This design comes from an exercise in tuning for small area and a short achievable clock period on the open sky130 flow, not from production work.
The RTL was checked by simulation tests, not by an equivalence proof against the original design.
Power figures rest on the tool's default switching activity, not on a simulated workload.

## try-sierra
Design streaming_heap, start of the top module:
module streaming_heap (
	input  logic            clk,
	input  logic            rst,
	input  logic            fs,
	input  logic            rec_en,
	input  heap_pkg::data_t data_in,
	output heap_pkg::data_t data_out,
	output logic            out_valid,
	output logic            ready
);
clock: 6.0 ns
lec_check: 0
abc_area: 1
cap_margin: 20
core_margin: 2
core_utilization: 55
cts_cluster_diameter: 85
cts_cluster_size: 25
setup_slack_margin: 3.35
slew_margin: 20
run.sh (not shown) runs the stock make flow with config.mk's settings and CLKGATE_MAP_FILE= SYNTH_SCRIPT=/design/flow/synth_recipe.tcl, a recipe that flattens the netlist after the stock synthesis.
[inputs] try-juniper vs try-sierra
# try-sierra
export LEC_CHECK = 0
export ABC_AREA = 1
export CAP_MARGIN = 20
export CORE_MARGIN = 2
export CORE_UTILIZATION = 55
export CTS_CLUSTER_DIAMETER = 85
export CTS_CLUSTER_SIZE = 25
export SETUP_SLACK_MARGIN = 3.35
export SLEW_MARGIN = 20
create_clock -name core_clock -period 6.0 [get_ports {clk}]
# try-juniper
export LEC_CHECK = 0
export ABC_AREA = 1
export CAP_MARGIN = 20
export CORE_MARGIN = 2
export CORE_UTILIZATION = 55
export CTS_CLUSTER_DIAMETER = 85
export CTS_CLUSTER_SIZE = 25
export SETUP_SLACK_MARGIN = 3.2
export SLEW_MARGIN = 20
create_clock -name core_clock -period 6.0 [get_ports {clk}]
--- outcome ---
- try-juniper and try-sierra all finish clean.
- try-juniper has global-route track usage on met1 below what try-sierra had.
- Changes observed in try-juniper relative to try-sierra: combined buffer and inverter count along the critical path went down by 2; number of design-rule violations left by the first detailed-router iteration neither gained nor lost much; hold slack saw little to no change; routed wirelength normalized by instance count shows a reduction of 0.79%.
- For the arrival time at the worst endpoint, try-juniper came in 50 ps lower than try-sierra did.
- Of try-juniper and try-sierra, the run reporting the lower smallest setup slack after layout was try-sierra.
- Row global-route wire length before repair: try-juniper lower / try-sierra higher
Modified inputs, try-pepper compared to try-juniper
# try-juniper
export LEC_CHECK = 0
export ABC_AREA = 1
export CAP_MARGIN = 20
export CORE_MARGIN = 2
export CORE_UTILIZATION = 55
export CTS_CLUSTER_DIAMETER = 85
export CTS_CLUSTER_SIZE = 25
export SETUP_SLACK_MARGIN = 3.2
export SLEW_MARGIN = 20
create_clock -name core_clock -period 6.0 [get_ports {clk}]
# try-pepper
export LEC_CHECK = 0
export ABC_AREA = 1
export CAP_MARGIN = 20
export CORE_MARGIN = 2
export CORE_UTILIZATION = 58
export CTS_CLUSTER_DIAMETER = 88
export CTS_CLUSTER_SIZE = 26
export SETUP_SLACK_MARGIN = 3.1
export SLEW_MARGIN = 20
create_clock -name core_clock -period 6.0 [get_ports {clk}]
## What came out
Lower worst hold slack goes to try-juniper over try-pepper. Footprint of the multi-input gates ends up lower on try-pepper. The power number comes out higher for try-juniper vs try-pepper.
Edits applied to the flow inputs when going from try-pepper to try-zinc:
# try-pepper
export LEC_CHECK = 0
export ABC_AREA = 1
export CAP_MARGIN = 20
export CORE_MARGIN = 2
export CORE_UTILIZATION = 58
export CTS_CLUSTER_DIAMETER = 88
export CTS_CLUSTER_SIZE = 26
export SETUP_SLACK_MARGIN = 3.1
export SLEW_MARGIN = 20
create_clock -name core_clock -period 6.0 [get_ports {clk}]
# try-zinc
export LEC_CHECK = 0
export ABC_AREA = 1
export CAP_MARGIN = 20
export CORE_MARGIN = 2
export CORE_UTILIZATION = 62
export CTS_CLUSTER_DIAMETER = 85
export CTS_CLUSTER_SIZE = 25
export SETUP_SLACK_MARGIN = 3.2
export SLEW_MARGIN = 20
create_clock -name core_clock -period 6.0 [get_ports {clk}]
Per the comparison of try-zinc with try-pepper, multi-input combinational area share has remained practically unchanged, area growth from synthesis to layout has increased, fmax has increased, final cycle utilization of the critical path has decreased, number of gates resized after CTS has increased.
Relative to try-pepper, hold slack decreased by 39 ps in try-zinc.
The inputs of try-maple differ from those of try-zinc as listed below.
# try-zinc
export LEC_CHECK = 0
export ABC_AREA = 1
export CAP_MARGIN = 20
export CORE_MARGIN = 2
export CORE_UTILIZATION = 62
export CTS_CLUSTER_DIAMETER = 85
export CTS_CLUSTER_SIZE = 25
export SETUP_SLACK_MARGIN = 3.2
export SLEW_MARGIN = 20
create_clock -name core_clock -period 6.0 [get_ports {clk}]
# try-maple
export LEC_CHECK = 0
export ABC_AREA = 1
export CAP_MARGIN = 20
export CORE_MARGIN = 2
export CORE_UTILIZATION = 65
export CTS_CLUSTER_DIAMETER = 85
export CTS_CLUSTER_SIZE = 25
export SETUP_SLACK_MARGIN = 3.2
export SLEW_MARGIN = 20
create_clock -name core_clock -period 6.0 [get_ports {clk}]
Notes after the runs:
- In try-maple, count of plain and timing-repair buffers is lower than in try-zinc.
- The overall power of the completed layout on try-zinc is in line with that on try-maple.
- Diff try-zinc -> try-maple | sum of buffers and inverters on the critical path | decrease of 2
- For try-zinc, the first element of the critical path was pol1, unlike try-maple, where it was rsel[175].

## afterwards: timing with drivers on the ports
In the flow no input, the clock included, has a driving cell. The finished layouts below were timed again as built, in two steps.
Step 1 assumes that a clkbuf_16 drives the clock port and a buf_2 every other input.
Step 2 moves the port delays by t, midway between the first and last clock arrival at a register: inputs arrive t later, outputs are due t later. That takes back most of the time a late clock gives input paths.
a / b / c = ideal ports / drivers / drivers and shift; a / b = the first two.
run	shift t [ns]	slack for setup (ns)	cell pins on the clock port's net
try-sierra	1.022	3.210 / 3.210 / 2.642	1
try-juniper	1.006	3.248 / 3.168 / 2.589	1
try-pepper	0.993	3.134 / 3.111 / 2.500	1
try-zinc	0.982	3.248 / 3.194 / 2.571	1
try-maple	0.978	3.127 / 3.127 / 2.339	1
After both steps every run listed still meets setup and hold. For try-maple, which loses most, drivers alone change the setup slack by 0.000 ns; drivers and shift together by -0.788 ns.
